This is an optimization exercise on Yosys and OpenROAD, whose aim is small area, not a production implementation. In this exercise RTL edits were held to simulation tests only and were not proved equivalent to the original. Power figures rest on the tool's default switching activity, not on a simulated workload.

## design.v

```verilog
module rm_aoi222 (
    input  logic a0, b0, a1, b1, a2, b2,
    output logic y
);
    assign y = ~((a0 & b0) | (a1 & b1) | (a2 & b2));
endmodule
module rm_aoi21 (
    input  logic a0, b0, c,
    output logic y
);
    assign y = ~((a0 & b0) | c);
endmodule
module rm_nand4 (
    input  logic a, b, c, d,
    output logic y
);
    assign y = ~(a & b & c & d);
endmodule
module rm_nor4 (
    input  logic a, b, c, d,
    output logic y
);
    assign y = ~(a | b | c | d);
endmodule
module rm_nand2 (
    input  logic a, b,
    output logic y
);
    assign y = ~(a & b);
endmodule
module rm_rdbit #(
    parameter int N = 49
) (
    input  logic [N-1:0] sel,
    input  logic [N-1:0] d,
    input  logic         extra,
    output logic         y
);
    logic [15:0] n;
    logic        n16;
    logic [3:0]  h;
    logic        g;
    for (genvar j = 0; j < 16; j++) begin : g_aoi
        rm_aoi222 u (.a0(sel[3*j]), .b0(d[3*j]), .a1(sel[3*j+1]), .b1(d[3*j+1]),
                     .a2(sel[3*j+2]), .b2(d[3*j+2]), .y(n[j]));
    end
    rm_aoi21 u_last (.a0(sel[48]), .b0(d[48]), .c(extra), .y(n16));
    for (genvar j = 0; j < 4; j++) begin : g_nand
        rm_nand4 u (.a(n[4*j]), .b(n[4*j+1]), .c(n[4*j+2]), .d(n[4*j+3]), .y(h[j]));
    end
    rm_nor4  u_nor (.a(h[0]), .b(h[1]), .c(h[2]), .d(h[3]), .y(g));
    rm_nand2 u_out (.a(g), .b(n16), .y(y));
endmodule
module apb_modport #(
    parameter int ADDR_WIDTH     = 32,
    parameter int DATA_WIDTH     = 32,
    parameter int NO_OF_SLAVES   = 7,
    parameter int REGS_PER_SLAVE = 8
) (
    input  logic                    pclock,
    input  logic                    presetn,    
    input  logic [ADDR_WIDTH-1:0]   paddr,
    input  logic [DATA_WIDTH-1:0]   pwdata,
    input  logic                    pwrite,
    input  logic [NO_OF_SLAVES-1:0] psel_x,
    input  logic                    penable,
    output logic [DATA_WIDTH-1:0]   prdata,
    output logic                    pready,
    output logic                    pslverr
);
    localparam int DATA_REGS = REGS_PER_SLAVE - 1;
    localparam int IDX_W     = $clog2(REGS_PER_SLAVE);
    localparam int WIN_LSB   = IDX_W + 2;
    localparam logic [15:0] ID_TAG = 16'hA9B0;
    localparam int NW        = NO_OF_SLAVES * DATA_REGS;
    logic [DATA_WIDTH-1:0] data_q [NW];
    logic [NW-1:0]         valid_q;
    logic [IDX_W-1:0]      reg_idx;
    logic                  sel_any;
    logic                  sel_multi;
    logic                  access;
    logic                  addr_ok;
    logic                  xfer_err;
    logic                  wr_en;
    logic                  rd_en;
    logic [REGS_PER_SLAVE-1:0] idx_dec;
    logic [NW-1:0]         wsel;
    logic [NW-1:0]         rsel;
    logic [DATA_WIDTH-1:0] rd_id;
    always_comb begin
        sel_multi = 1'b0;
        for (int a = 0; a < NO_OF_SLAVES; a++)
            for (int b = a + 1; b < NO_OF_SLAVES; b++)
                sel_multi = sel_multi | (psel_x[a] & psel_x[b]);
    end
    assign sel_any  = |psel_x;
    assign reg_idx  = paddr[WIN_LSB-1:2];
    assign addr_ok  = ~|paddr[1:0] & ~|paddr[ADDR_WIDTH-1:WIN_LSB];
    assign access   = sel_any & penable;
    assign xfer_err = sel_multi | ~addr_ok | (pwrite & (reg_idx == IDX_W'(DATA_REGS)));
    assign wr_en    = access & pwrite & ~sel_multi & addr_ok;
    assign rd_en    = access & ~pwrite & ~sel_multi & addr_ok & ~presetn;
    always_comb
        for (int r = 0; r < REGS_PER_SLAVE; r++)
            idx_dec[r] = (reg_idx == IDX_W'(r));
    always_comb
        for (int k = 0; k < NO_OF_SLAVES; k++)
            for (int r = 0; r < DATA_REGS; r++) begin
                wsel[k*DATA_REGS+r] = wr_en & psel_x[k] & idx_dec[r];
                rsel[k*DATA_REGS+r] = rd_en & psel_x[k] & idx_dec[r] & valid_q[k*DATA_REGS+r];
            end
    always_comb begin
        rd_id = '0;
        for (int k = 0; k < NO_OF_SLAVES; k++)
            rd_id = rd_id | ({DATA_WIDTH{psel_x[k]}} & DATA_WIDTH'({ID_TAG, 8'h00, 8'(k)}));
        rd_id = rd_id & {DATA_WIDTH{rd_en & idx_dec[DATA_REGS]}};
    end
    for (genvar b = 0; b < DATA_WIDTH; b++) begin : g_rd
        logic [NW-1:0] col;
        for (genvar w = 0; w < NW; w++) begin : g_col
            assign col[w] = data_q[w][b];
        end
        rm_rdbit #(.N(NW)) u_bit (.sel(rsel), .d(col), .extra(rd_id[b]), .y(prdata[b]));
    end
    always_ff @(posedge pclock or posedge presetn) begin
        if (presetn) valid_q <= '0;
        else         valid_q <= valid_q | wsel;
    end
    always_ff @(posedge pclock) begin
        for (int w = 0; w < NW; w++)
            if (wsel[w]) data_q[w] <= pwdata;
    end
    assign pready  = access & ~presetn;
    assign pslverr = access & xfer_err & ~presetn;
endmodule
```

## config.mk

```make
export PLATFORM = sky130hd
export DESIGN_NAME = apb_modport
export DESIGN_NICKNAME = apb_modport
export VERILOG_FILES = /design/flow/design.v
export SDC_FILE = /design/flow/constraint.sdc
export NUM_CORES = 4
export LEC_CHECK = 0
export CAP_MARGIN = 30
export CORE_MARGIN = 2
export CORE_UTILIZATION = 40
export SLEW_MARGIN = 30
export SYNTH_HIERARCHICAL = 1
export SYNTH_MINIMUM_KEEP_SIZE = 0
```

## run.sh

```bash
#!/bin/bash
# synth_recipe.tcl (not shown) runs the flow's synth.tcl, then flattens the netlist and writes it again
# the make line also repeats each setting of config.mk as NAME=value (left out here)
make -C /OpenROAD-flow-scripts/flow DESIGN_CONFIG=/design/flow/config.mk WORK_HOME=/design/flow/orfs CLKGATE_MAP_FILE= SYNTH_SCRIPT=/design/flow/synth_recipe.tcl finish
```

## constraint.sdc

```tcl
create_clock -name core_clock -period 12.0 [get_ports {pclock}]
set_input_delay 2.4000 -clock core_clock [delete_from_list [all_inputs] [get_ports {pclock}]]
set_output_delay 2.4000 -clock core_clock [all_outputs]
set_load 0.01 [all_outputs]
```

==> results of run 1 <==
-- through the flow --
stage	util, %	area [um^2]
2_1_floorplan	-	57700
3_3_place_gp	43.6	62500
3_5_place_dp	43.6	62500
4_1_cts	47.1	67400
5_1_grt	47.1	67500
6_report	47.1	67500
-- logic make-up after synthesis --
family / share of synthesized area [%]
AOI/OAI and AO/OA: 10.7
buffers and inverters: 0.841
DFF: 83.9
other: 0.00651
and+or+nand+nor: 4.55
-- registers in the layout, indices dropped and copies added, names as in the netlist --
register,count
valid_q,49
data_q,1568
-- worst reg2reg max path, delay by kind of cell, from the launching register on --
kind                   cells  cell delay [ps]
flip-flops                 1              370
AO/OA/AOI/OAI              1              100
buffers and inverters      1              120
-- per-module statistics from Yosys (local to each module, per instance), a selection --
module,copies in the design,cells inside,flops+latches
apb_modport,1,2027,1617
rm_aoi222,512,1,0
rm_aoi21,32,1,0
rm_nand2,32,1,0
rm_nand4,128,1,0
rm_nor4,32,1,0
-- routing by layer --
metal | wire (um) | global-route usage [%]
met4 | 4680 | 6.75
met2 | 78500 | 35.2
met3 | 21600 | 5.91
met1 | 68500 | 33.1
met5 | 64 | 0
-- path summary, 6_finish.rpt --
check | startpoint | end | slack (ps) | cells past startpoint
max | psel_x[4] | prdata[24] | 1520 | 12
min | valid_q[16] | valid_q[16] | 460 | 2
max reg2reg | valid_q[11] | valid_q[11] | 11270 | 2
min reg2reg | valid_q[16] | valid_q[16] | 460 | 2
max in group asynchronous | presetn | valid_q[29] | 9140 | 3
min in group asynchronous | presetn | valid_q[19] | 2290 | 3
-- power by group through the flow --
stage,logic [mW],clock network (mW),registers (mW)
floorplan,0.0346,0,6.31
global placement,0.176,0,6.31
detailed placement,0.180,0,6.31
CTS,0.181,4.80,6.19
global route,0.195,5.02,6.19
finish,0.185,4.75,6.19
-- Yosys cell counts, drive strengths merged (2+ instances only) --
cell type | number | area, um^2
edfxtp | 1568 | 47100
a222oi | 512 | 5120
nand4 | 144 | 901
nor4 | 95 | 795
nand3 | 68 | 353
nor3 | 52 | 260
inv | 51 | 191
dfrtp | 49 | 1230
o41ai | 42 | 631
nand2 | 40 | 150
clkbuf | 38 | 143
a21oi | 35 | 295
buf | 28 | 150
nor2 | 7 | 26.3
o31ai | 7 | 52.6
nor2b | 4 | 25.0
nor3b | 3 | 22.5
and2 | 2 | 12.5
o21ai | 2 | 21.3
or2 | 2 | 12.5
-- final cells by class --
type	count	area, um^2
clock buffer	214	4240
timing repair buffer	258	2190
sequential	1617	48300
tap	1903	2380
clock inverter	69	667
inverter	51	191
fill	12000	75800
antenna	4	10.0
multi-input combinational	1050	9510
==> out/metrics.yaml, run 1 <==
status:
  status: "finished clean"
cells_and_area:
  final_common_cell: "edfxtp_1"
  nets: 3209
  layout_common_cells: "edfxtp_1 (1568), a222oi_1 (512), clkbuf_16 (159), buf_4 (159), nand4_1 (144)"
  fin_cells: 5166
  area_delta_synth_final_pct: 17.2
  drive_gt1_share_pct: 18.1
power_and_ir_drop:
  p_seq_share_pct: 55.6
  finalPower_mw: 11.1
  p_sw_share_pct: 19.9
  p_leak_nw: 20.7
  p_int_mw: 8.91
  ir_drop_v: 0.000124
  pwr-share-comb_pct: 1.7
  switchingPower_mw: 2.22
  p_clk_share_pct: 42.7
  power_density_nw_per_um2: 165
timing:
  slew_viol_final: 0
  fmax_mhz: 95.4
  finalCritPeriodShare_pct: 87.3
  hold_violations: 0
  relSlewSlack_pct: 31.3
  tightest_slew_ps: 1030
  timing.final.ws_setup_ps: 1520
  rsz0062_at_grt: "false"
  skew_ps: 0
  timing.hold.ws_ps: 460
  setup_viol: 0
  finalSetupTns_ps: 0
  min_period_ps: 10480
detailed_routing:
  post_drt_wl_per_cell_um: 33.5
  totalWireLength_um: 173000
  initialDrtViolationCount: 6856
  viasPerCell: 6.51
  dr.pass1.iters: 8
  detail-route-antenna-nets: 0
  drcViolationCount: 0
  vias: 33600
job:
  cap_violations: 0
clocking:
  max-clock-path-buffers: 3
  clk_latency_ps: 770
  ctsRootBufferMaster: "clkbuf_16"
  htreeDepth: 4
  clock_sinks: 1617
  cts_setup_buffers: 0
  cts_tree: "done"
  numCtsBuffers: 156
  hold_buffers: 0
  cts_resized: 0
  clkTransAtPathRegs_ps: 60
global_routing:
  grt_max_degree: 50
  grt_usage_pct: 23.2
  antenna_found_initial: 15
  grt.overflow.total: 0
  grt_pass1_wl_um: 242000
  grt_pass1_vias: 32000
synthesis:
  yosysWarnings: 8
  async_flop_share_pct: 3.03
  synth_edf_count: 1568
  synth_area_um2: 57600
  ys.flop_type: "edfxtp_1"
  synth.avg_cell_area_um2: 20.8
  yosysUniqueCellTypes: 42
  synth-seq-area-share_pct: 83.9
  synth_cells: 2763
  synth_seq_cells: 1617
placement:
  hpwl_um: 98300
  place_congestion: 0.834
  placed_cells: 4879
  preCtsSetupSlack_ps: 1700
  portBuffers: 108
setup_path:
  path_cells: "clkdlybuf4s50_1, o21ai_0, and3_1, nand4_1, buf_4, nor4_2, buf_4, a222oi_1, nand4_1, nor4_2, nand2_1, clkdlybuf4s50_1"
  path_max_fanout: 49
  critPathSlowestCell: "clkdlybuf4s50_1"
  critical_path.startpoint_type: "primary input"
  crit_arrival_ps: 8080
  path_buf_inv: 4
  crit_path_end_kind: "output port"
  crit_required_ps: 9600
  crit_type: "primary input to output port"
  slowest_delay_ps: 1040
  critical-path-top-delay-family: "buffers and inverters"
die:
  die_y_um: 383
  die_area_um2: 147000
  start_util_pct: 40.2
  coreArea_um2: 143000
  die_x_um: 383
  io_pins: 109
  row_count: 139
min_path:
  hold_class: "register to register"
==> inputs of run 2 (changes only) <==
--- a/design.v
+++ b/design.v
@@ -18,7 +18,13 @@
 endmodule
-module rm_nor4 (
-    input  logic a, b, c, d,
+module rm_nand3 (
+    input  logic a, b, c,
     output logic y
 );
-    assign y = ~(a | b | c | d);
+    assign y = ~(a & b & c);
+endmodule
+module rm_nor2 (
+    input  logic a, b,
+    output logic y
+);
+    assign y = ~(a | b);
 endmodule
@@ -30,4 +36,17 @@
 endmodule
+module rm_and3 (
+    input  logic a, b, c,
+    output logic y
+);
+    assign y = a & b & c;
+endmodule
+module rm_or2 (
+    input  logic a, b,
+    output logic y
+);
+    assign y = a | b;
+endmodule
 module rm_rdbit #(
-    parameter int N = 49
+    parameter int N     = 49,
+    parameter bit EXTRA = 1'b0
 ) (
@@ -41,3 +60,3 @@
     logic [3:0]  h;
-    logic        g;
+    logic [1:0]  g;
     for (genvar j = 0; j < 16; j++) begin : g_aoi
@@ -46,3 +65,7 @@
     end
-    rm_aoi21 u_last (.a0(sel[48]), .b0(d[48]), .c(extra), .y(n16));
+    if (EXTRA) begin : g_x
+        rm_aoi21 u_last (.a0(sel[48]), .b0(d[48]), .c(extra), .y(n16));
+    end else begin : g_nx
+        rm_nand2 u_last (.a(sel[48]), .b(d[48]), .y(n16));
+    end
     for (genvar j = 0; j < 4; j++) begin : g_nand
@@ -50,4 +73,5 @@
     end
-    rm_nor4  u_nor (.a(h[0]), .b(h[1]), .c(h[2]), .d(h[3]), .y(g));
-    rm_nand2 u_out (.a(g), .b(n16), .y(y));
+    rm_nor2  u_g0 (.a(h[0]), .b(h[1]), .y(g[0]));
+    rm_nor2  u_g1 (.a(h[2]), .b(h[3]), .y(g[1]));
+    rm_nand3 u_out (.a(g[0]), .b(g[1]), .c(n16), .y(y));
 endmodule
@@ -77,2 +101,3 @@
     logic [NW-1:0]         valid_q;
+    logic [NW-1:0]         valid_d;
     logic [IDX_W-1:0]      reg_idx;
@@ -86,4 +111,8 @@
     logic [REGS_PER_SLAVE-1:0] idx_dec;
+    logic [REGS_PER_SLAVE-1:0] idx_dec_n;
+    logic [NO_OF_SLAVES-1:0]   wk_n;
+    logic [NO_OF_SLAVES-1:0]   rk;
     logic [NW-1:0]         wsel;
     logic [NW-1:0]         rsel;
+    logic [DATA_WIDTH-1:0] id_word;
     logic [DATA_WIDTH-1:0] rd_id;
@@ -103,17 +132,27 @@
     always_comb
-        for (int r = 0; r < REGS_PER_SLAVE; r++)
-            idx_dec[r] = (reg_idx == IDX_W'(r));
+        for (int r = 0; r < REGS_PER_SLAVE; r++) begin
+            idx_dec[r]   = (reg_idx == IDX_W'(r));
+            idx_dec_n[r] = ~idx_dec[r];
+        end
     always_comb
+        for (int k = 0; k < NO_OF_SLAVES; k++) begin
+            wk_n[k] = ~(wr_en & psel_x[k]);
+            rk[k]   = rd_en & psel_x[k];
+        end
+    for (genvar k = 0; k < NO_OF_SLAVES; k++) begin : g_bank
+        for (genvar r = 0; r < DATA_REGS; r++) begin : g_word
+            localparam int W = k * DATA_REGS + r;
+            rm_nor2 u_ws (.a(wk_n[k]), .b(idx_dec_n[r]), .y(wsel[W]));
+            rm_or2  u_vd (.a(valid_q[W]), .b(wsel[W]), .y(valid_d[W]));
+            rm_and3 u_rs (.a(rk[k]), .b(idx_dec[r]), .c(valid_q[W]), .y(rsel[W]));
+        end
+    end
+    always_comb begin
+        id_word = '0;
         for (int k = 0; k < NO_OF_SLAVES; k++)
-            for (int r = 0; r < DATA_REGS; r++) begin
-                wsel[k*DATA_REGS+r] = wr_en & psel_x[k] & idx_dec[r];
-                rsel[k*DATA_REGS+r] = rd_en & psel_x[k] & idx_dec[r] & valid_q[k*DATA_REGS+r];
-            end
-    always_comb begin
-        rd_id = '0;
-        for (int k = 0; k < NO_OF_SLAVES; k++)
-            rd_id = rd_id | ({DATA_WIDTH{psel_x[k]}} & DATA_WIDTH'({ID_TAG, 8'h00, 8'(k)}));
-        rd_id = rd_id & {DATA_WIDTH{rd_en & idx_dec[DATA_REGS]}};
+            id_word = id_word | ({DATA_WIDTH{psel_x[k]}} & DATA_WIDTH'({ID_TAG, 8'h00, 8'(k)}));
+        rd_id = id_word & {DATA_WIDTH{rd_en & idx_dec[DATA_REGS]}};
     end
     for (genvar b = 0; b < DATA_WIDTH; b++) begin : g_rd
+        localparam logic [DATA_WIDTH-1:0] ID_ONES = DATA_WIDTH'({ID_TAG, 16'h00FF});
         logic [NW-1:0] col;
@@ -122,3 +161,3 @@
         end
-        rm_rdbit #(.N(NW)) u_bit (.sel(rsel), .d(col), .extra(rd_id[b]), .y(prdata[b]));
+        rm_rdbit #(.N(NW), .EXTRA(ID_ONES[b])) u_bit (.sel(rsel), .d(col), .extra(rd_id[b]), .y(prdata[b]));
     end
@@ -126,3 +165,3 @@
         if (presetn) valid_q <= '0;
-        else         valid_q <= valid_q | wsel;
+        else         valid_q <= valid_d;
     end
--- a/config.mk
+++ b/config.mk
@@ -10,2 +10,5 @@
 export CORE_UTILIZATION = 40
+export CTS_BUF_LIST = sky130_fd_sc_hd__clkbuf_8
+export CTS_CLUSTER_DIAMETER = 60
+export CTS_CLUSTER_SIZE = 18
 export SLEW_MARGIN = 30
==> run 2 against run 1 <==
Against the previous run: still clean on timing, DRC and antenna; utilization shrank 1.8 points; setup slack lost 63 ps; area after synthesis shrank 2.4%; non-clock buffer count shrank 28; design area shrank 6.4%; sequential cell count is the same; critical path type unchanged.
==> out/metrics.yaml, run 2 <==
status:
  status: "finished clean"
clocking:
  ctsRootBufferMaster: "clkbuf_8"
  max-clock-path-buffers: 3  # unchanged
  cts_setup_buffers: 0  # unchanged
  clk_latency_ps: 830  # +60 ps
  cts_resized: 0  # unchanged
  clkTransAtPathRegs_ps: 90  # +30 ps
  hold_buffers: 0  # unchanged
  clock_sinks: 1617  # unchanged
  cts_tree: "done"
  numCtsBuffers: 113  # -28%
  htreeDepth: 3  # -1
min_path:
  whs_endpoint: "valid_q[6]"
  hp-start: "valid_q[6]"
  hold_path_depth: 1  # -1
  hold_class: "register to register"
power_and_ir_drop:
  p_leak_nw: 19.5  # -5.7%
  ir_drop_v: 0.0000947  # -24%
  power_density_nw_per_um2: 145  # -12%
timing:
  tightest_slew_ps: 1070  # +40.0 ps
  min_period_ps: 10550  # +63.4 ps
  finalSetupTns_ps: 0  # unchanged
  fmax_mhz: 94.8  # -0.60%
  skew_ps: 0  # unchanged
  rsz0062_at_grt: "false"
  setup_viol: 0  # unchanged
  slew_viol_final: 0  # unchanged
  hold_violations: 0  # unchanged
  finalCritPeriodShare_pct: 87.9  # +0.53 points
  relSlewSlack_pct: 28.3  # -3.0 points
cells_and_area:
  area_delta_synth_final_pct: 12.5
  fin_cells: 4909  # -5.0%
  reg_top3: "data_q (1568), valid_q (49)"
  final_common_cell: "edfxtp_1"
  layout_common_cells: "edfxtp_1 (1568), a222oi_1 (512), buf_4 (146), nand4_1 (137), clkbuf_8 (120)"
  drive_gt1_share_pct: 13.7  # -4.5 points
  nets: 3028  # -5.6%
  largest_register_ffs: 1568  # unchanged
  regMostFlops: "data_q"
job:
  cap_violations: 0  # unchanged
setup_path:
  crit_arrival_ps: 8150  # +70 ps
  crit_path_end_kind: "output port"
  critical_path.startpoint_type: "primary input"
  path_cells: "clkdlybuf4s50_1, nor4_1, nand4_1, a221o_1, nor4b_2, and3_1, buf_4, a222oi_1, nand4_1, nor2_1, nand3_1, clkdlybuf4s50_1"
  slowest_delay_ps: 940  # -100 ps
  worstReg2RegStart: "valid_q[42]"
  reg2reg_to: "valid_q[42]"
  path_buf_inv: 3  # -1
  crit_required_ps: 9600  # about the same
  regToRegSetupSlack_ps: 11270  # about the same
  critical-path-top-delay-family: "simple AND/OR/NAND/NOR gates"
  critPathSlowestCell: "nor4b_2"
  reg2reg_depth: 1  # -1
  path_max_fanout: 12  # -76%
  crit_type: "primary input to output port"
die:
  row_count: 137  # -1.4%
  die_area_um2: 143000  # -2.4%
  die_x_um: 379  # -1.2%
  io_pins: 109  # unchanged
  die_y_um: 379  # -1.2%
  coreArea_um2: 140000  # -2.6%
  start_util_pct: 40.3  # +0.082 points
synthesis:
  synth_area_um2: 56200  # -2.4%
  synth_most_common_cell: "edfxtp_1"
  synthAdderAreaFrac_pct: 0  # unchanged
  synth.avg_cell_area_um2: 21.5  # +3.4%
  synth_commonest_cells: "edfxtp_1 (1568), a222oi_1 (512), nand4_1 (137)"
  yosysWarnings: 8  # unchanged
  synth_top_family_by_area: "compound AO/OA/AOI/OAI gates"
  muxShareOfSynthArea_pct: 0  # unchanged
  yosys.area_share.xor_xnor_pct: 0  # unchanged
  yosys.area_share.simple_pct: 4.40  # -0.15 points
  async_flop_share_pct: 3.03  # unchanged
  synth_top_area_cell: "edfxtp_1"
  synth_cells: 2608  # -5.6%
  yosysUniqueCellTypes: 36  # -14%
  synth_seq_cells: 1617  # unchanged
  synthTopCellsByArea: "edfxtp_1 (84%), a222oi_1 (9.1%), dfrtp_1 (2.2%)"
  synth_top_cell_area_share_pct: 83.8  # +2.0 points
  synth-seq-area-share_pct: 86.0  # +2.1 points
  ys.flop_type: "edfxtp_1"
  synth_compound_area_share_pct: 9.48  # -1.2 points
  synth_edf_count: 1568  # unchanged
global_routing:
  grt_usage_pct: 22.2  # -0.93 points
  grt.overflow.total: 0  # unchanged
  grt_pass1_wl_um: 225000  # -6.9%
  grt_pass1_vias: 30100  # -6.1%
  antenna_found_initial: 19  # +4
  grt_max_degree: 50  # unchanged
detailed_routing:
  initialDrtViolationCount: 6095  # -11%
  post_drt_wl_per_cell_um: 33.1  # -1.3%
  drcViolationCount: 0  # unchanged
  totalWireLength_um: 163000  # -6.2%
  detail-route-antenna-nets: 0  # unchanged
  viasPerCell: 6.39  # -1.9%
  vias: 31400  # -6.7%
  dr.pass1.iters: 10  # +2
placement:
  place_congestion: 0.837  # +0.41%
  hpwl_um: 90300  # -8.1%
  portBuffers: 108  # unchanged
  placed_cells: 4713  # -3.4%
run 2: cell types whose count changed after synthesis, sizes merged, moves of 40 or more:
cell and delta:
nor4 -87, inv -40, nor2 +112, or2 +48, nor3 -45, and3 +48
o41ai -42
run 2: how the worst max path moves through the flow:
stage                    from          to  slack, ps  cells after the start
CTS                  paddr[7]  prdata[21]       1660                     12
finish               paddr[7]   prdata[6]       1450                     12
floorplan           psel_x[5]  prdata[10]       4580                      7
detailed placement   paddr[7]  prdata[21]       1680                     12
global placement    paddr[10]  prdata[18]       1670                     12
global route         paddr[7]   prdata[1]       1420                     12
run 2: logic make-up after synthesis:
kind of cell,after synthesis
and+or+nand+nor,440
AOI/OAI and AO/OA,535
buffers and inverters,15
other,1
DFF,1617
run 2: per-layer routing:
| metal | global-route usage [%] | up-vias | share of wire (%) |
|---|---|---|---|
| met5 | 0 | - | 0.022 |
| met1 | 31.8 | 16400 | 39 |
| met4 | 6.01 | 6 | 2.3 |
| met3 | 4.96 | 212 | 13 |
| met2 | 34.5 | 2041 | 46 |
| li1 | - | 12700 | - |
run 2: final cells by class:
type	count	area [um^2]
multi-input combinational	980	8210
tap	1876	2350
fill	11700	76300
inverter	11	43.8
clock inverter	69	611
sequential	1617	48300
clock buffer	120	1650
antenna	6	15.0
timing repair buffer	230	2020
run 2: Yosys stat by module, one instance, submodules excluded, a selection:
module	cells	copies in the design	area [um^2]	flops+latches
apb_modport	1693	1	48900	1617
rm_and3	1	49	6.26	0
rm_aoi21	1	15	8.76	0
rm_aoi222	1	512	10.0	0
rm_nand2	1	17	3.75	0
rm_nand3	1	32	5.00	0
rm_nand4	1	128	6.26	0
rm_nor2	1	113	3.75	0
rm_or2	1	49	6.26	0
run 2: through the flow:
step           utilization (%)  power [mW]  setup slack, ps  cell area [um^2]  hold slack, ps
3_5_place_dp              43.6        6.46             1680             60800             441
5_1_grt                   45.3        9.44             1420             63200             479
6_report                  45.3        9.19             1450             63200             463
3_3_place_gp              43.5        6.45             1670             60700             439
2_1_floorplan                -        6.32             4580             56200             424
4_1_cts                   45.2        9.24             1660             63100             466
run 2: report_power, final:
group          leakage (nW)   switching (mW)  total [mW]  internal [mW]
Clock                  1.20             1.73        2.86           1.12
Sequential             14.8  0.0000000000317        6.18           6.18
Combinational          3.54            0.126       0.151         0.0247
==> inputs of run 3 (changes only) <==
--- a/config.mk
+++ b/config.mk
@@ -10,5 +10,6 @@
 export CORE_UTILIZATION = 40
-export CTS_BUF_LIST = sky130_fd_sc_hd__clkbuf_8
-export CTS_CLUSTER_DIAMETER = 60
-export CTS_CLUSTER_SIZE = 18
+export CTS_BUF_LIST = sky130_fd_sc_hd__clkbuf_16
+export CTS_CLUSTER_DIAMETER = 100
+export CTS_CLUSTER_SIZE = 32
+export GPL_TIMING_DRIVEN = 0
 export SLEW_MARGIN = 30
==> run 3 against run 2 <==
Against the previous run: sequential share of layout area down 3.5 points; design area up 4.7%; largest power group unchanged; largest cell class unchanged; critical path depth up 1.
==> out/metrics.yaml, run 3 <==
cells_and_area:
  layout_common_cells: "edfxtp_1 (1568), a222oi_1 (512), buf_16 (150), nand4_1 (137), clkdlybuf4s50_1 (76)"
  nets: 3031  # +0.099%
  regMostFlops: "data_q"
  fillers: 11100  # -4.8%
  seqCellArea_um2: 48300  # unchanged
  area_delta_synth_final_pct: 17.8
  reg_top3: "data_q (1568), valid_q (49)"
  multi_input_area_um2: 8270  # +0.78%
  drive_gt1_share_pct: 13.5  # -0.15 points
  final_common_cell: "edfxtp_1"
  largest_register_ffs: 1568  # unchanged
clocking:
  ctsRootBufferMaster: "clkbuf_16"
  clkTransAtPathRegs_ps: 120  # +30 ps
  htreeDepth: 2  # -1
  hold_buffers: 0  # unchanged
  clock_sinks: 1617  # unchanged
  cts_tree: "done"
  cts_setup_buffers: 0  # unchanged
  cts_resized: 0  # unchanged
  numCtsBuffers: 56  # -50%
  clk_latency_ps: 690  # -140 ps
  max-clock-path-buffers: 3  # unchanged
timing:
  tightest_slew_ps: 960  # -111 ps
  hold_violations: 0  # unchanged
  fmax_mhz: 98.0  # +3.3%
  finalSetupTns_ps: 0  # unchanged
  setup_viol: 0  # unchanged
  relSlewSlack_pct: 35.8  # +7.5 points
  finalCritPeriodShare_pct: 85.1  # -2.8 points
  rsz0062_at_grt: "false"
  min_period_ps: 10210  # -338 ps
  skew_ps: 0  # unchanged
  slew_viol_final: 0  # unchanged
  timing.final.ws_setup_ps: 1790  # +338 ps
die:
  die_x_um: 379  # unchanged
  io_pins: 109  # unchanged
  start_util_pct: 40.3  # unchanged
  coreArea_um2: 140000  # unchanged
  die_y_um: 379  # unchanged
  row_count: 137  # unchanged
  die_area_um2: 143000  # unchanged
synthesis:
  synth_top_area_cell: "edfxtp_1"
  synth-seq-area-share_pct: 86.0  # unchanged
  yosysUniqueCellTypes: 36  # unchanged
  synth.avg_cell_area_um2: 21.5  # unchanged
  synth_top_cell_area_share_pct: 83.8  # unchanged
  synth_edf_count: 1568  # unchanged
  synth_seq_cells: 1617  # unchanged
  synth_area_um2: 56200  # unchanged
  synth_commonest_cells: "edfxtp_1 (1568), a222oi_1 (512), nand4_1 (137)"
  async_flop_share_pct: 3.03  # unchanged
  yosysWarnings: 8  # unchanged
  synth_cells: 2608  # unchanged
  ys.flop_type: "edfxtp_1"
  synthTopCellsByArea: "edfxtp_1 (84%), a222oi_1 (9.1%), dfrtp_1 (2.2%)"
  synth_most_common_cell: "edfxtp_1"
job:
  cap_violations: 0  # unchanged
power_and_ir_drop:
  p_leak_nw: 20.5  # +5.2%
  power_density_nw_per_um2: 133  # -8.6%
  ir_drop_v: 0.000128  # +35%
detailed_routing:
  detail-route-antenna-nets: 0  # unchanged
  drcViolationCount: 0  # unchanged
  viasPerCell: 6.40  # +0.20%
  post_drt_wl_per_cell_um: 33.5  # +1.2%
  dr.pass1.iters: 8  # -2
  vias: 31200  # -0.38%
  totalWireLength_um: 164000  # +0.61%
  initialDrtViolationCount: 6702  # +10%
setup_path:
  crit_arrival_ps: 7810  # -340 ps
  reg2reg_depth: 1  # unchanged
  critPathSlowestCell: "clkdlybuf4s50_1"
  crit_type: "primary input to output port"
  regToRegSetupSlack_ps: 11210  # -60 ps
  reg2reg_to: "valid_q[23]"
  worstReg2RegStart: "valid_q[23]"
  critical_path.startpoint_type: "primary input"
  slowest_delay_ps: 810  # -130 ps
  crit_path_end_kind: "output port"
  path_max_fanout: 19  # +7
  path_cells: "clkdlybuf4s50_1, nor3_1, a311oi_2, or3b_1, buf_6, nor4b_2, and3_2, buf_16, a222oi_1, nand4_1, nor2_1, nand3_1, clkdlybuf4s50_1"
  critPathMostFrequentCell: "clkdlybuf4s50_1"
  crit_required_ps: 9600  # about the same
placement:
  preCtsSetupSlack_ps: 1870  # +193 ps
  hpwl_um: 111000  # +23%
  portBuffers: 108  # unchanged
  place_congestion: 0.839  # +0.20%
min_path:
  hold_path_depth: 1  # unchanged
  hp-start: "valid_q[40]"
  whs_endpoint: "valid_q[40]"
  hold_class: "register to register"
global_routing:
  grt_usage_pct: 22.2  # -0.036 points
  grt_pass1_vias: 29800  # -1.1%
  grt_pass1_wl_um: 224000  # -0.69%
  grt_max_degree: 38  # -24%
  antenna_found_initial: 14  # -5
  grt.overflow.total: 0  # unchanged
status:
  status: "finished clean"
## run 3: report_power, final
| group | internal (mW) | switching, mW |
|---|---|---|
| Clock | 0.880 | 1.56 |
| Combinational | 0.0494 | 0.129 |
| Sequential | 6.18 | 0.0000000000382 |
| Total | 7.11 | 1.69 |
## run 3: critical path, delay by kind of cell
kind                   cells  cell delay (ps)
and+or+nand+nor            7             2620
AOI/OAI and AO/OA          2              830
buffers and inverters      4             1930
## run 3: worst max path at each step
stage / from / end / depth (start not counted)
6_report: psel_x[0] / prdata[29] / 13
5_1_grt: psel_x[0] / prdata[1] / 13
2_1_floorplan: psel_x[5] / prdata[10] / 7
3_5_place_dp: psel_x[0] / prdata[31] / 11
3_3_place_gp: psel_x[0] / prdata[31] / 11
4_1_cts: psel_x[0] / prdata[31] / 11
## run 3: cell families (layout without fill, tap and decap cells)
| group | Yosys count | after routing | synth area share [%] |
|---|---|---|---|
| flops | 1617 | 1617 | 86.0 |
| compound gates | 535 | 535 | 9.48 |
| simple gates | 440 | 440 | 4.40 |
| buf+inv | 15 | 405 | 0.122 |
| other cells | 1 | 8 | 0.00667 |
## run 3: area by class of cell
class | instances | area share (%)
flip-flops and latches | 1617 | 73.0
multi-input cells | 980 | 12.5
repair buffers | 286 | 8.42
well taps | 1876 | 3.55
clock buffers | 57 | 2.15
clock inverters | 47 | 0.285
inverters | 11 | 0.0624
plain buffers | 4 | 0.0416
diodes | 3 | 0.0113
## run 3: stage by stage
step                      hold slack (ps)  instances  power (mW)  cell area (um^2)  utilization [%]
after floorplan                       424       2612        6.32             56200                -
after global placement                439       4596        6.45             59600             42.7
after detailed placement              443       4774        6.48             64600             46.3
after CTS                             470       4878        8.83             66200             47.4
after global routing                  477       4878        9.01             66200             47.4
final                                 469       4881        8.79             66200             47.4
## run 3: layer usage
layer	part of all wire [%]	global-route usage [%]	wire [um]	vias up
li1	-	-	-	12700
met1	37	30.3	59700	16100
met2	48	36.3	77700	2140
met3	13	4.44	20800	286
met4	3.1	6.39	5120	16
met5	0.053	0	87	-
## run 3: Yosys stat by module, one instance, submodules excluded, a selection
module	cells inside	copies in the design
rm_and3	1	49
apb_modport	1693	1
rm_aoi21	1	15
rm_aoi222	1	512
rm_nand2	1	17
rm_nand3	1	32
==> inputs of run 4 (changes only) <==
--- a/config.mk
+++ b/config.mk
@@ -13,3 +13,2 @@
 export CTS_CLUSTER_SIZE = 32
-export GPL_TIMING_DRIVEN = 0
 export SLEW_MARGIN = 30
==> run 4 against run 3 <==
Against the previous run: sequential power hardly changed; highest routed layer unchanged; worst hold slack worse by 1.5 ps; critical endpoint is now prdata[6]; count of clock-buffer cells in the layout is 1 higher; still clean; non-clock buffer count is 59 lower; via count is 0.77% lower.
==> out/metrics.yaml, run 4 <==
timing:
  tightest_slew_ps: 1080  # +115 ps
  skew_ps: 0  # unchanged
  relSlewSlack_pct: 28.0  # -7.8 points
  fmax_mhz: 96.7  # -1.3%
  rsz0062_at_grt: "false"
  finalCritPeriodShare_pct: 86.2  # +1.1 points
  setup_viol: 0  # unchanged
  timing.final.ws_setup_ps: 1660  # -132 ps
  finalSetupTns_ps: 0  # unchanged
  slew_viol_final: 0  # unchanged
  min_period_ps: 10340  # +132 ps
  hold_violations: 0  # unchanged
synthesis:
  yosysWarnings: 8  # unchanged
  synth_top_cell_area_share_pct: 83.8  # unchanged
  async_flop_share_pct: 3.03  # unchanged
  synth_area_um2: 56200  # unchanged
  synthTopCellsByArea: "edfxtp_1 (84%), a222oi_1 (9.1%), dfrtp_1 (2.2%)"
  synth_top_area_cell: "edfxtp_1"
  synth_seq_cells: 1617  # unchanged
  synth.avg_cell_area_um2: 21.5  # unchanged
  ys.flop_type: "edfxtp_1"
  synth_cells: 2608  # unchanged
  synth_most_common_cell: "edfxtp_1"
  yosysUniqueCellTypes: 36  # unchanged
  synth-seq-area-share_pct: 86.0  # unchanged
  synth_commonest_cells: "edfxtp_1 (1568), a222oi_1 (512), nand4_1 (137)"
  synth_edf_count: 1568  # unchanged
cells_and_area:
  drive_gt1_share_pct: 10.7  # -2.8 points
  layout_common_cells: "edfxtp_1 (1568), a222oi_1 (512), buf_4 (147), nand4_1 (137), clkdlybuf4s50_1 (76)"
  area_delta_synth_final_pct: 11.5
  final_common_cell: "edfxtp_1"
  nets: 2973  # -1.9%
  reg_top3: "data_q (1568), valid_q (49)"
  regMostFlops: "data_q"
  largest_register_ffs: 1568  # unchanged
  fin_cells: 4825  # -1.1%
  fillers: 11700  # +5.1%
die:
  io_pins: 109  # unchanged
  row_count: 137  # unchanged
  die_area_um2: 143000  # unchanged
  die_y_um: 379  # unchanged
  start_util_pct: 40.3  # unchanged
  coreArea_um2: 140000  # unchanged
  die_x_um: 379  # unchanged
clocking:
  clock_sinks: 1617  # unchanged
  clk_latency_ps: 720  # +30 ps
  numCtsBuffers: 57  # +1.8%
  ctsRootBufferMaster: "clkbuf_16"
  clkTransAtPathRegs_ps: 120  # about the same
  htreeDepth: 2  # unchanged
  max-clock-path-buffers: 3  # unchanged
  cts_tree: "done"
  hold_buffers: 0  # unchanged
  cts_resized: 0  # unchanged
  cts_setup_buffers: 0  # unchanged
placement:
  preCtsSetupSlack_ps: 1680  # -193 ps
  hpwl_um: 90300  # -18%
  placed_cells: 4713  # -1.3%
  portBuffers: 108  # unchanged
  place_congestion: 0.837  # -0.20%
status:
  status: "finished clean"
power_and_ir_drop:
  p_leak_nw: 19.3  # -5.9%
  ir_drop_v: 0.000117  # -8.9%
  p_seq_share_pct: 69.8  # -0.5 points
  finalPower_mw: 8.86  # +0.70%
  pwr-share-comb_pct: 1.7  # -0.3 points
  p_int_mw: 7.13  # +0.33%
  switchingPower_mw: 1.72  # +2.2%
  power_density_nw_per_um2: 141  # +6.4%
  p_sw_share_pct: 19.5  # +0.29 points
  p_clk_share_pct: 28.5  # +0.8 points
detailed_routing:
  initialDrtViolationCount: 6281  # -6.3%
  wl_met1_um: 63400  # +6.1%
  dr.pass1.iters: 10  # +2
  drcViolationCount: 0  # unchanged
  post_drt_wl_per_cell_um: 33.4  # -0.41%
  detail-route-antenna-nets: 0  # unchanged
  viasPerCell: 6.42  # +0.38%
  vias: 31000  # -0.77%
  dr_wl_met3_um: 20400  # -2.0%
  totalWireLength_um: 161000  # -1.6%
  dr.max_layer_used: "met5"
  routed-wl-met2_um: 73600  # -5.4%
setup_path:
  path_max_fanout: 12  # -7
  crit_arrival_ps: 7940  # +130 ps
  critPathSlowestCell: "nor4b_2"
  crit_path_end_kind: "output port"
  slowest_delay_ps: 890  # +80 ps
  critical_path.startpoint_type: "primary input"
  path_cells: "clkdlybuf4s50_1, nor4_1, nand4_1, a221o_1, nor4b_2, and3_1, buf_4, a222oi_1, nand4_1, nor2_1, nand3_1, clkdlybuf4s50_1"
  crit_type: "primary input to output port"
  crit_required_ps: 9600  # about the same
global_routing:
  antenna_found_initial: 19  # +5
  grt_pass1_wl_um: 223000  # -0.29%
  grt_max_degree: 50  # +32%
  grt_pass1_vias: 29500  # -0.71%
  grt_usage_pct: 22.0  # -0.22 points
  grt.overflow.total: 0  # unchanged
min_path:
  hold_class: "register to register"
job:
  cap_violations: 0  # unchanged
[run 4: layer usage]
layer  track usage, %  up-vias
met2             34.3     1984
li1                 -    12500
met5                0        -
met1             31.8    16300
met3             4.45      192
met4             5.45        8
[run 4: area by class of cell]
cell class                 instances  area (um^2)  area share, %
antenna                            3         7.51         0.0120
clock buffer                      58         1450           2.32
clock inverter                    49          264          0.421
inverter                          11         43.8         0.0699
multi-input combinational        980         8200           13.1
sequential                      1617        48300           77.1
tap                             1876         2350           3.75
timing repair buffer             231         2040           3.25
[run 4: kinds of logic (layout without fill, tap and decap cells)]
kind of cell	count (synthesis)	count (layout)	synth area share, %
DFF	1617	1617	86.0
other	1	8	0.00667
AOI/OAI and AO/OA	535	535	9.48
and+or+nand+nor	440	440	4.40
buffers and inverters	15	349	0.122
[run 4: power groups by stage]
stage	combinational (mW)	sequential (mW)	clock, mW
after CTS	0.147	6.18	2.56
after global routing	0.160	6.18	2.74
after floorplan	0.0123	6.31	0
after global placement	0.138	6.31	0
after detailed placement	0.147	6.31	0
final	0.152	6.18	2.52
[run 4: critical path: cells and delay by family]
family                 cells  cell delay, ps
and+or+nand+nor            7            3330
buffers and inverters      3            1310
AOI/OAI and AO/OA          2             870
[run 4: metrics by stage]
| stage | util, % | instance area [um^2] | hold slack (ps) |
|---|---|---|---|
| 3_5_place_dp | 43.6 | 60800 | 441 |
| 5_1_grt | 44.9 | 62700 | 483 |
| 6_report | 44.9 | 62700 | 467 |
| 3_3_place_gp | 43.5 | 60700 | 439 |
| 4_1_cts | 44.8 | 62500 | 470 |
| 2_1_floorplan | - | 56200 | 424 |
[run 4: modules after synthesis (local to each module, per instance), a selection]
| module | cell area, um^2 | cells inside | flops+latches | times used |
|---|---|---|---|---|
| apb_modport | 48900 | 1693 | 1617 | 1 |
| rm_aoi222 | 10.0 | 1 | 0 | 512 |
| rm_aoi21 | 8.76 | 1 | 0 | 15 |
| rm_and3 | 6.26 | 1 | 0 | 49 |
| rm_nand4 | 6.26 | 1 | 0 | 128 |
| rm_or2 | 6.26 | 1 | 0 | 49 |
| rm_nand3 | 5.00 | 1 | 0 | 32 |
| rm_nand2 | 3.75 | 1 | 0 | 17 |
| rm_nor2 | 3.75 | 1 | 0 | 113 |
[run 4: final timing paths]
kind | start | to | slack (ps) | depth (start not counted)
worst max-delay path | paddr[7] | prdata[6] | 1660 | 12
worst min-delay path | valid_q[48] | valid_q[48] | 470 | 1
worst max register to register | valid_q[42] | valid_q[42] | 11260 | 1
worst min register to register | valid_q[48] | valid_q[48] | 470 | 1
max in group asynchronous | presetn | valid_q[35] | 9220 | 2
min in group asynchronous | presetn | valid_q[18] | 2330 | 2
==> inputs of run 5 (changes only) <==
--- a/config.mk
+++ b/config.mk
@@ -7,3 +7,3 @@
 export LEC_CHECK = 0
-export CAP_MARGIN = 30
+export CAP_MARGIN = 10
 export CORE_MARGIN = 2
@@ -13,3 +13,3 @@
 export CTS_CLUSTER_SIZE = 32
-export SLEW_MARGIN = 30
+export SLEW_MARGIN = 10
 export SYNTH_HIERARCHICAL = 1
==> run 5 against run 4 <==
Against the previous run: critical path type unchanged; area after synthesis stayed put; total power is 0.30% lower; clock skew stayed put; die area stayed put; global-route usage hardly changed; via count is 0.20% lower; non-clock buffer count is 5 lower; combinational power is 3% lower; register-to-register slack hardly changed; first-iteration DRC count is 0.25% higher; critical path depth stayed put.
==> out/metrics.yaml, run 5 <==
status:
  status: "finished clean"
clocking:
  max-clock-path-buffers: 3  # unchanged
  clk_latency_ps: 720  # about the same
  cts_tree: "done"
  cts_resized: 0  # unchanged
  ctsRootBufferMaster: "clkbuf_16"
  clock_sinks: 1617  # unchanged
  cts_setup_buffers: 0  # unchanged
  htreeDepth: 2  # unchanged
  hold_buffers: 0  # unchanged
  numCtsBuffers: 57  # unchanged
  clkTransAtPathRegs_ps: 120  # about the same
synthesis:
  yosysWarnings: 8  # unchanged
  ys.flop_type: "edfxtp_1"
  synth_cells: 2608  # unchanged
  yosysUniqueCellTypes: 36  # unchanged
  synth_top_cell_area_share_pct: 83.8  # unchanged
  async_flop_share_pct: 3.03  # unchanged
  synth_area_um2: 56200  # unchanged
  synth_most_common_cell: "edfxtp_1"
  synth.avg_cell_area_um2: 21.5  # unchanged
  synth_top_area_cell: "edfxtp_1"
  synth_seq_cells: 1617  # unchanged
  synthTopCellsByArea: "edfxtp_1 (84%), a222oi_1 (9.1%), dfrtp_1 (2.2%)"
  synth-seq-area-share_pct: 86.0  # unchanged
  synth_edf_count: 1568  # unchanged
  synth_commonest_cells: "edfxtp_1 (1568), a222oi_1 (512), nand4_1 (137)"
global_routing:
  grt_usage_pct: 21.9  # -0.046 points
  antenna_found_initial: 18  # -1
  grt_pass1_wl_um: 223000  # -0.10%
  gr-usage-met3_pct: 4.20  # -0.25 points
  grt.overflow.total: 0  # unchanged
  grt_use_met2_pct: 34.3  # +0.052 points
  grt_max_degree: 50  # unchanged
  use_met1_pct: 31.9  # +0.083 points
  grt_pass1_vias: 29500  # -0.098%
  grt_busiest_layer: "met2"
detailed_routing:
  totalWireLength_um: 161000  # -0.22%
  post_drt_wl_per_cell_um: 33.4  # +0.16%
  vias: 30900  # -0.20%
  drcViolationCount: 0  # unchanged
  detail-route-antenna-nets: 0  # unchanged
  viasPerCell: 6.44  # +0.18%
  dr.pass1.iters: 10  # unchanged
  initialDrtViolationCount: 6297  # +0.25%
job:
  cap_violations: 0  # unchanged
die:
  die_y_um: 379  # unchanged
  coreArea_um2: 140000  # unchanged
  io_pins: 109  # unchanged
  die_area_um2: 143000  # unchanged
  die_x_um: 379  # unchanged
  start_util_pct: 40.3  # unchanged
  row_count: 137  # unchanged
setup_path:
  path_max_fanout: 19  # +7
  worstReg2RegStart: "valid_q[42]"
  crit_arrival_ps: 8420  # +480 ps
  cp-startpoint: "paddr[7]"
  reg2reg_depth: 1  # unchanged
  regToRegSetupSlack_ps: 11270  # about the same
  reg2reg_to: "valid_q[42]"
  crit_required_ps: 9600  # about the same
  worstSetupEndpoint: "prdata[18]"
  crit_type: "primary input to output port"
  critical_path.startpoint_type: "primary input"
  crit_path_end_kind: "output port"
timing:
  finalSetupTns_ps: 0  # unchanged
  finalCritPeriodShare_pct: 90.2  # +4.0 points
  min_period_ps: 10820  # +484 ps
  tightest_slew_ps: 1280  # +200 ps
  relSlewSlack_pct: 14.6  # -13 points
  setup_viol: 0  # unchanged
  slew_viol_final: 0  # unchanged
  hold_violations: 0  # unchanged
  rsz0062_at_grt: "false"
  skew_ps: 0  # unchanged
  fmax_mhz: 92.4  # -4.5%
placement:
  hpwl_um: 89800  # -0.59%
  placed_cells: 4710  # -0.064%
  portBuffers: 108  # unchanged
  place_congestion: 0.837  # unchanged
cells_and_area:
  fillers: 11800  # +0.38%
  drive_gt1_share_pct: 10.3  # -0.45 points
  fin_util_pct: 44.7  # -0.20 points
  seqCellArea_um2: 48300  # unchanged
  multi_input_area_um2: 8190  # -0.15%
  nets: 2968  # -0.17%
  largest_register_ffs: 1568  # unchanged
  layout_common_cells: "edfxtp_1 (1568), a222oi_1 (512), nand4_1 (137), buf_4 (115), clkdlybuf4s50_1 (76)"
  area_delta_synth_final_pct: 11.0
  final_common_cell: "edfxtp_1"
  fin_cells: 4807  # -0.37%
  regMostFlops: "data_q"
  reg_top3: "data_q (1568), valid_q (49)"
power_and_ir_drop:
  p_clk_share_pct: 28.3  # -0.2 points
  p_seq_share_pct: 70.0  # +0.2 points
  ir_drop_v: 0.000114  # -2.3%
  pwr-share-comb_pct: 1.7  # about the same
  switchingPower_mw: 1.72  # -0.45%
  p_int_mw: 7.11  # -0.26%
  power_density_nw_per_um2: 142  # +0.15%
  p_sw_share_pct: 19.4  # -0.030 points
  p_leak_nw: 19.2  # -0.71%
min_path:
  hold_class: "register to register"
run 5: cell counts after synthesis:
No cell type changed its count.
run 5: worst min path at each step:
stage,startpoint,end,slack (ps),depth (start not counted)
global route,valid_q[1],valid_q[1],480,1
detailed placement,valid_q[10],valid_q[10],440,1
global placement,valid_q[40],valid_q[40],440,1
finish,valid_q[6],valid_q[6],470,1
CTS,valid_q[20],valid_q[20],470,1
floorplan,valid_q[0],valid_q[0],420,1
run 5: area by class of cell:
| type | count | share of cell area, % |
|---|---|---|
| sequential | 1617 | 77.4 |
| inverter | 11 | 0.0662 |
| antenna | 1 | 0.00401 |
| multi-input combinational | 980 | 13.1 |
| clock inverter | 39 | 0.359 |
| clock buffer | 57 | 2.29 |
| tap | 1876 | 3.76 |
| timing repair buffer | 226 | 2.96 |
run 5: per-layer routing:
layer  share of wire (%)  vias up
li1                    -    12500
met1                  40    16200
met2                  46     1978
met3                  12      200
met4                 2.1       14
met5               0.055        -
run 5: metrics by stage:
| stage | total power [mW] | setup WS [ps] | hold slack, ps | cell area (um^2) |
|---|---|---|---|---|
| CTS | 8.86 | 1490 | 472 | 62400 |
| global placement | 6.45 | 1670 | 439 | 60700 |
| floorplan | 6.32 | 4580 | 424 | 56200 |
| global route | 9.05 | 1060 | 485 | 62400 |
| finish | 8.83 | 1180 | 470 | 62400 |
| detailed placement | 6.46 | 1500 | 442 | 60700 |
run 5: logic make-up after synthesis:
| family | synth area share, % |
|---|---|
| flops | 86.0 |
| simple gates | 4.40 |
| compound gates | 9.48 |
| buf+inv | 0.122 |
| other cells | 0.00667 |
run 5: worst max-delay path, cell delays in order:
cell and delay [ps]:
clkdlybuf4s50_1 410, nor4_1 300, nand4_1 690, a221o_1 760, nor4b_2 830, and3_1 1100, buf_4 290, a222oi_1 110
nand4_1 300, nor2_1 190, nand3_1 380, clkdlybuf4s50_1 630
run 5: power groups by stage:
stage	logic (mW)	registers (mW)	clock network, mW
global placement	0.138	6.31	0
floorplan	0.0123	6.31	0
CTS	0.146	6.18	2.53
detailed placement	0.146	6.31	0
finish	0.147	6.18	2.50
global route	0.156	6.18	2.71
run 5: per-module statistics from Yosys (local to each module, per instance), excerpt:
| module | cell area, um^2 | cells | flip-flops and latches |
|---|---|---|---|
| rm_nand4 | 6.26 | 1 | 0 |
| rm_nor2 | 3.75 | 1 | 0 |
| rm_and3 | 6.26 | 1 | 0 |
| rm_or2 | 6.26 | 1 | 0 |
| apb_modport | 48900 | 1693 | 1617 |
| rm_aoi21 | 8.76 | 1 | 0 |
==> inputs of run 6 (changes only) <==
--- a/config.mk
+++ b/config.mk
@@ -13,2 +13,3 @@
 export CTS_CLUSTER_SIZE = 32
+export PLACE_DENSITY = 0.85
 export SLEW_MARGIN = 10
==> run 6 against run 5 <==
Against the previous run: die area stayed put; sequential share of layout area is 0.13 points higher; clock skew stayed put; area after synthesis stayed put; combinational power is 7% lower; utilization is 0.075 points lower; highest routed layer unchanged.
==> out/metrics.yaml, run 6 <==
global_routing:
  grt_pass1_vias: 31000  # +5.0%
  grt_max_degree: 50  # unchanged
  antenna_found_initial: 23  # +5
  grt_usage_pct: 21.0  # -0.95 points
  grt_pass1_wl_um: 218000  # -2.3%
  grt.overflow.total: 0  # unchanged
job:
  cap_violations: 0  # unchanged
setup_path:
  crit_type: "primary input to output port"
  critical_path.startpoint_type: "primary input"
  crit_required_ps: 9600  # about the same
  crit_path_end_kind: "output port"
  path_max_fanout: 20  # +1
  crit_arrival_ps: 8150  # -270 ps
min_path:
  hold_class: "register to register"
detailed_routing:
  viasPerCell: 6.69  # +4.0%
  initialDrtViolationCount: 8153  # +29%
  detail-route-antenna-nets: 0  # unchanged
  dr.pass1.iters: 13  # +3
  post_drt_wl_per_cell_um: 32.4  # -3.1%
  totalWireLength_um: 155000  # -3.5%
  vias: 32000  # +3.6%
  drcViolationCount: 0  # unchanged
synthesis:
  synth_cells: 2608  # unchanged
  synth_area_um2: 56200  # unchanged
  synth_commonest_cells: "edfxtp_1 (1568), a222oi_1 (512), nand4_1 (137)"
  synth_top_area_cell: "edfxtp_1"
  async_flop_share_pct: 3.03  # unchanged
  ys.flop_type: "edfxtp_1"
  yosysWarnings: 8  # unchanged
  synth_top_cell_area_share_pct: 83.8  # unchanged
  synthTopCellsByArea: "edfxtp_1 (84%), a222oi_1 (9.1%), dfrtp_1 (2.2%)"
  yosysUniqueCellTypes: 36  # unchanged
  synth_seq_cells: 1617  # unchanged
  synth-seq-area-share_pct: 86.0  # unchanged
  synth_most_common_cell: "edfxtp_1"
  synth_edf_count: 1568  # unchanged
  synth.avg_cell_area_um2: 21.5  # unchanged
cells_and_area:
  seqCellArea_um2: 48300  # unchanged
  final_common_cell: "edfxtp_1"
  nets: 2961  # -0.24%
  multi_input_area_um2: 8190  # about the same
  regMostFlops: "data_q"
  area_delta_synth_final_pct: 10.9
  fillers: 11300  # -4.3%
  reg_top3: "data_q (1568), valid_q (49)"
  layout_common_cells: "edfxtp_1 (1568), a222oi_1 (512), nand4_1 (137), buf_4 (110), clkdlybuf4s50_1 (90)"
  largest_register_ffs: 1568  # unchanged
  drive_gt1_share_pct: 9.42  # -0.86 points
placement:
  preCtsSetupSlack_ps: 1860  # +364 ps
  place_congestion: 0.900  # +7.5%
  portBuffers: 108  # unchanged
  hpwl_um: 90400  # +0.64%
die:
  coreArea_um2: 140000  # unchanged
  die_y_um: 379  # unchanged
  die_x_um: 379  # unchanged
  die_area_um2: 143000  # unchanged
  start_util_pct: 40.3  # unchanged
  row_count: 137  # unchanged
  io_pins: 109  # unchanged
timing:
  finalCritPeriodShare_pct: 88.0  # -2.2 points
  slew_viol_final: 0  # unchanged
  finalSetupTns_ps: 0  # unchanged
  tightest_slew_ps: 1350  # +72.5 ps
  min_period_ps: 10550  # -269 ps
  fmax_mhz: 94.8  # +2.6%
  skew_ps: 0  # unchanged
  setup_viol: 0  # unchanged
  rsz0062_at_grt: "false"
  relSlewSlack_pct: 9.92  # -4.6 points
  hold_violations: 0  # unchanged
  timing.final.ws_setup_ps: 1450  # +269 ps
clocking:
  cts_tree: "done"
  clkTransAtPathRegs_ps: 120  # about the same
  clock_sinks: 1617  # unchanged
  numCtsBuffers: 56  # -1.8%
  hold_buffers: 0  # unchanged
  ctsRootBufferMaster: "clkbuf_16"
  cts_setup_buffers: 0  # unchanged
  max-clock-path-buffers: 3  # unchanged
  htreeDepth: 2  # unchanged
  cts_resized: 0  # unchanged
  clk_latency_ps: 690  # -30 ps
status:
  status: "finished clean"
power_and_ir_drop:
  power_density_nw_per_um2: 140  # -1.2%
  p_int_mw: 7.08  # -0.50%
  p_clk_share_pct: 27.4  # -0.9 points
  p_sw_share_pct: 18.7  # -0.73 points
  p_leak_nw: 19.0  # -0.69%
  pwr-share-comb_pct: 1.6  # about the same
  switchingPower_mw: 1.63  # -5.1%
  ir_drop_v: 0.000113  # -0.79%
  p_seq_share_pct: 71.0  # +1.0 points
run 6: cell count changes in the layout (fill, tap and decap cells not counted), moves of 3 or more:
| cell | delta |
|---|---|
| inv_1 | -10 |
| buf_2 | -14 |
| buf_4 | -5 |
| and3_1 | +3 |
| clkdlybuf4s50_1 | +14 |
| and3_2 | -3 |
| diode_2 | +3 |
run 6: Yosys stat by module, one instance, submodules excluded, a selection:
module       flops+latches  copies in the design  cells
apb_modport           1617                     1   1693
rm_or2                   0                    49      1
rm_nand3                 0                    32      1
rm_and3                  0                    49      1
rm_nand2                 0                    17      1
rm_aoi222                0                   512      1
run 6: final timing paths:
path / slack, ps / end / cells past startpoint / start
max reg2reg: 11240 / valid_q[4] / 1 / valid_q[4]
min reg2reg: 470 / valid_q[48] / 1 / valid_q[48]
max in group asynchronous: 8870 / valid_q[37] / 2 / presetn
min: 470 / valid_q[48] / 1 / valid_q[48]
min in group asynchronous: 2490 / valid_q[16] / 2 / presetn
max: 1450 / prdata[21] / 12 / paddr[8]
run 6: area by class of cell:
class	instances	share of cell area (%)
well taps	1876	3.77
multi-input cells	980	13.1
inverters	11	0.0663
repair buffers	220	2.98
flip-flops and latches	1617	77.6
clock inverters	25	0.167
clock buffers	57	2.29
diodes	4	0.0161
run 6: critical path, cell delays in order:
cell	delay [ps]
clkdlybuf4s50_1	430
nor4_1	390
nand4_1	600
a221o_1	710
nor4_2	590
and3_1	1020
buf_4	480
a222oi_1	200
nand4_1	150
nor2_1	110
nand3_1	420
clkdlybuf4s50_1	640
run 6: cell families after synthesis:
family | count (synthesis) | share of synthesized area, %
flops | 1617 | 86.0
compound gates | 535 | 9.48
simple gates | 440 | 4.40
buf+inv | 15 | 0.122
other cells | 1 | 0.00667
run 6: per-stage QoR:
stage | instance area [um^2] | power, mW | std cells | utilization [%] | hold WS (ps)
6_report | 62300 | 8.71 | 4790 | 44.6 | 468
5_1_grt | 62300 | 8.88 | 4787 | 44.6 | 486
4_1_cts | 62200 | 8.70 | 4784 | 44.6 | 468
3_5_place_dp | 60700 | 6.44 | 4702 | 43.5 | 440
3_3_place_gp | 60700 | 6.43 | 4702 | 43.5 | 439
2_1_floorplan | 56200 | 6.32 | 2612 | - | 424
run 6: power by group through the flow:
stage / Combinational, mW / Clock, mW / Sequential [mW]
4_1_cts: 0.133 / 2.39 / 6.18
3_5_place_dp: 0.133 / 0 / 6.31
6_report: 0.137 / 2.39 / 6.18
2_1_floorplan: 0.0123 / 0 / 6.31
3_3_place_gp: 0.125 / 0 / 6.31
5_1_grt: 0.145 / 2.55 / 6.18
run 6: layer usage:
layer  vias to the layer above  wire, um  GRT usage, %
met1                     15700     48100          25.9
met4                        32      8020          8.90
met3                       516     28300          8.18
met5                         -       195             0
li1                      12500         -             -
met2                      3288     70500          33.0
==> inputs of run 7 (changes only) <==
==> flow/run.sh (new file) <==
#!/bin/bash
# Own flow: the standard ORFS layout, with smaller port buffers.
set -euo pipefail
echo 'export BUFFER_PORTS_ARGS = -buffer_cell sky130_fd_sc_hd__buf_2' >> config.mk
cp config.mk config_mk.txt
bash standard.sh finish > standard.log 2>&1
==> standard.sh (new file) <==
#!/bin/bash
# synth_recipe.tcl (not shown) runs the flow's synth.tcl, then flattens the netlist and writes it again
# the make line also repeats each setting of config.mk as NAME=value (left out here)
make -C /OpenROAD-flow-scripts/flow DESIGN_CONFIG=/design/flow/config.mk WORK_HOME=/design/flow/orfs CLKGATE_MAP_FILE= SYNTH_SCRIPT=/design/flow/synth_recipe.tcl "${@:-finish}"
--- a/config.mk
+++ b/config.mk
@@ -13,3 +13,2 @@
 export CTS_CLUSTER_SIZE = 32
-export PLACE_DENSITY = 0.85
 export SLEW_MARGIN = 10
@@ -17 +16,2 @@
 export SYNTH_MINIMUM_KEEP_SIZE = 0
+export BUFFER_PORTS_ARGS = -buffer_cell sky130_fd_sc_hd__buf_2
removed: run.sh
==> run 7 against run 6 <==
Against the previous run: synthesized cell count is the same; utilization shrank 0.40 points; register-to-register slack gained 20 ps; via count shrank 4.5%; design area shrank 0.89%; total power grew 1.4%; sequential share of layout area grew 0.69 points; combinational power is essentially flat; area after synthesis is the same; critical endpoint is now prdata[16]; largest cell class unchanged; largest power group unchanged.
==> out/metrics.yaml, run 7 <==
power_and_ir_drop:
  p_int_mw: 7.09  # +0.22%
  p_clk_share_pct: 28.4  # +1.0 points
  switchingPower_mw: 1.73  # +6.4%
  ir_drop_v: 0.000118  # +4.4%
  power_density_nw_per_um2: 143  # +2.3%
  p_seq_share_pct: 70.1  # -0.9 points
  pwr-share-comb_pct: 1.5  # about the same
  p_sw_share_pct: 19.6  # +0.92 points
  p_leak_nw: 19.1  # +0.16%
cells_and_area:
  largest_register_ffs: 1568  # unchanged
  nets: 2931  # -1.0%
  regMostFlops: "data_q"
  fillers: 11900  # +6.0%
  final_common_cell: "edfxtp_1"
  fin_cells: 4786  # -0.084%
  reg_top3: "data_q (1568), valid_q (49)"
  fin_util_pct: 44.2  # -0.40 points
  drive_gt1_share_pct: 12.2  # +2.8 points
  area_delta_synth_final_pct: 9.88
  layout_common_cells: "edfxtp_1 (1568), a222oi_1 (512), nand4_1 (137), buf_2 (108), buf_4 (82)"
timing:
  finalSetupTns_ps: 0  # unchanged
  skew_ps: 0  # unchanged
  rsz0062_at_grt: "false"
  tightest_slew_ps: 1240  # -110 ps
  timing.hold.ws_ps: 468  # +0.890 ps
  relSlewSlack_pct: 17.4  # +7.5 points
  min_period_ps: 9380  # -1180 ps
  fmax_mhz: 107  # +13%
  finalCritPeriodShare_pct: 78.1  # -9.8 points
  slew_viol_final: 0  # unchanged
  hold_violations: 0  # unchanged
  setup_viol: 0  # unchanged
synthesis:
  yosys.area_share.xor_xnor_pct: 0  # unchanged
  yosysWarnings: 8  # unchanged
  yosysUniqueCellTypes: 36  # unchanged
  synth_area_um2: 56200  # unchanged
  synth_seq_cells: 1617  # unchanged
  synth_most_common_cell: "edfxtp_1"
  synth_compound_area_share_pct: 9.48  # unchanged
  muxShareOfSynthArea_pct: 0  # unchanged
  synth_top_area_cell: "edfxtp_1"
  synthAdderAreaFrac_pct: 0  # unchanged
  synth_top_cell_area_share_pct: 83.8  # unchanged
  synthTopCellsByArea: "edfxtp_1 (84%), a222oi_1 (9.1%), dfrtp_1 (2.2%)"
  synth.avg_cell_area_um2: 21.5  # unchanged
  synth_commonest_cells: "edfxtp_1 (1568), a222oi_1 (512), nand4_1 (137)"
  synth_edf_count: 1568  # unchanged
  synth_cells: 2608  # unchanged
  ys.flop_type: "edfxtp_1"
  async_flop_share_pct: 3.03  # unchanged
  synth-seq-area-share_pct: 86.0  # unchanged
  yosys.area_share.simple_pct: 4.40  # unchanged
  synth_top_family_by_area: "compound AO/OA/AOI/OAI gates"
clocking:
  cts_setup_buffers: 0  # unchanged
  cts_resized: 0  # unchanged
  clkTransAtPathRegs_ps: 120  # about the same
  max-clock-path-buffers: 3  # unchanged
  numCtsBuffers: 56  # unchanged
  clk_latency_ps: 730  # +40 ps
  htreeDepth: 2  # unchanged
  cts_tree: "done"
  hold_buffers: 0  # unchanged
  clock_sinks: 1617  # unchanged
  ctsRootBufferMaster: "clkbuf_16"
job:
  cap_violations: 0  # unchanged
die:
  row_count: 137  # unchanged
  die_y_um: 379  # unchanged
  io_pins: 109  # unchanged
  start_util_pct: 40.3  # unchanged
  coreArea_um2: 140000  # unchanged
  die_x_um: 379  # unchanged
  die_area_um2: 143000  # unchanged
detailed_routing:
  viasPerCell: 6.40  # -4.4%
  initialDrtViolationCount: 6088  # -25%
  dr.pass1.iters: 10  # -3
  detail-route-antenna-nets: 0  # unchanged
  post_drt_wl_per_cell_um: 33.1  # +2.3%
  totalWireLength_um: 159000  # +2.3%
  vias: 30600  # -4.5%
  drcViolationCount: 0  # unchanged
setup_path:
  critPathSlowestCell: "and3_1"
  path_max_fanout: 20  # unchanged
  crit_type: "primary input to output port"
  crit_arrival_ps: 6980  # -1170 ps
  regToRegSetupSlack_ps: 11260  # +20 ps
  path_cells: "buf_2, nor4_1, nand4_1, a221o_1, nor4b_2, and3_1, buf_4, a222oi_1, nand4_1, nor2_1, nand3_1, buf_2"
  cp-startpoint: "paddr[10]"
  path_buf_inv: 3  # unchanged
  critical_path.startpoint_type: "primary input"
  crit_required_ps: 9600  # about the same
  worstReg2RegStart: "valid_q[11]"
  crit_path_end_kind: "output port"
  critical-path-top-delay-family: "simple AND/OR/NAND/NOR gates"
  slowest_delay_ps: 1040  # +20 ps
global_routing:
  antenna_found_initial: 10  # -57%
  grt_max_degree: 50  # unchanged
  grt_pass1_wl_um: 220000  # +0.91%
  grt_usage_pct: 21.6  # +0.58 points
  grt.overflow.total: 0  # unchanged
  grt_pass1_vias: 28600  # -7.6%
status:
  status: "finished clean"
placement:
  placed_cells: 4674  # -0.60%
  portBuffers: 108  # unchanged
  place_congestion: 0.827  # -8.1%
  hpwl_um: 87500  # -3.1%
min_path:
  hp-start: "valid_q[24]"
  hold_class: "register to register"
[run 7: kinds of logic after synthesis]
logic type / count (synthesis)
flops: 1617
compound gates: 535
simple gates: 440
buf+inv: 15
other cells: 1
[run 7: Yosys stat by module (local to each module, per instance), a selection]
module | flops+latches | cells inside | area, um^2 | copies in the design
rm_or2 | 0 | 1 | 6.26 | 49
rm_nand3 | 0 | 1 | 5.00 | 32
rm_nor2 | 0 | 1 | 3.75 | 113
rm_nand2 | 0 | 1 | 3.75 | 17
rm_aoi222 | 0 | 1 | 10.0 | 512
rm_aoi21 | 0 | 1 | 8.76 | 15
rm_nand4 | 0 | 1 | 6.26 | 128
apb_modport | 1617 | 1693 | 48900 | 1
rm_and3 | 0 | 1 | 6.26 | 49
[run 7: metal layers]
metal	vias to the layer above	part of all wire, %	GRT usage, %
li1	12500	-	-
met1	16100	41	32.2
met2	1850	45	33.1
met3	145	12	4.15
met4	6	1.8	4.37
met5	-	0.025	0
[run 7: cell type report]
| type | count | area, um^2 | share of cell area [%] |
|---|---|---|---|
| repair buffers | 190 | 1160 | 1.87 |
| inverters | 11 | 41.3 | 0.0669 |
| well taps | 1876 | 2350 | 3.80 |
| multi-input cells | 980 | 8210 | 13.3 |
| clock inverters | 48 | 201 | 0.326 |
| clock buffers | 58 | 1450 | 2.35 |
| diodes | 6 | 15.0 | 0.0243 |
| flip-flops and latches | 1617 | 48300 | 78.3 |
[run 7: path summary, 6_finish.rpt]
kind | end | cells past startpoint
setup / recovery | prdata[16] | 12
hold / removal | valid_q[24] | 1
setup reg to reg | valid_q[11] | 1
hold reg to reg | valid_q[24] | 1
max in group asynchronous | valid_q[37] | 2
min in group asynchronous | valid_q[14] | 2
[run 7: power by group through the flow]
stage	sequential, mW	clock, mW	combinational (mW)
floorplan	6.31	0	0.0123
global placement	6.31	0	0.131
detailed placement	6.31	0	0.136
CTS	6.18	2.54	0.136
global route	6.18	2.71	0.145
finish	6.18	2.51	0.137
[run 7: per-stage QoR]
stage | power [mW] | area, um^2 | setup WS (ps)
after floorplan | 6.32 | 56200 | 4580
after global placement | 6.44 | 60100 | 2680
after detailed placement | 6.45 | 60100 | 2680
after CTS | 8.86 | 61700 | 2670
after global routing | 9.04 | 61700 | 2330
final | 8.83 | 61700 | 2620

## what the ideal ports hide
In the flow no input, the clock included, has a driving cell. The finished layouts below were timed again as built, in two steps. Step 1 assumes that a clkbuf_16 drives the clock port and a buf_2 every other input. Step 2 also shifts input and output timing later by t, the mid clock arrival at the registers, as if the neighbouring blocks saw the same clock. Slacks: ideal ports / drivers / drivers and shift; pairs: ideal ports / drivers.
| run | t (ns) | setup slack, ns | worst slew at a driven data input, ns | pins driven straight from the clock port |
|---|---|---|---|---|
| run 1 | 0.851 | 1.518 / 1.481 / 1.481 | 0.25 | 1 |
| run 2 | 0.877 | 1.455 / 1.434 / 1.434 | 0.20 | 1 |
| run 3 | 0.774 | 1.793 / 1.761 / 1.761 | 0.19 | 1 |
| run 4 | 0.780 | 1.661 / 1.640 / 1.640 | 0.24 | 1 |
| run 5 | 0.777 | 1.177 / 1.155 / 1.155 | 0.23 | 1 |
| run 6 | 0.758 | 1.446 / 1.416 / 1.416 | 0.24 | 1 |
| run 7 | 0.789 | 2.624 / 2.602 / 2.602 | 0.17 | 1 |
After both steps setup and hold are still met in every run listed. The setup slack of run 1, which loses most, moves by -0.037 ns with the drivers and by -0.037 ns with both steps.
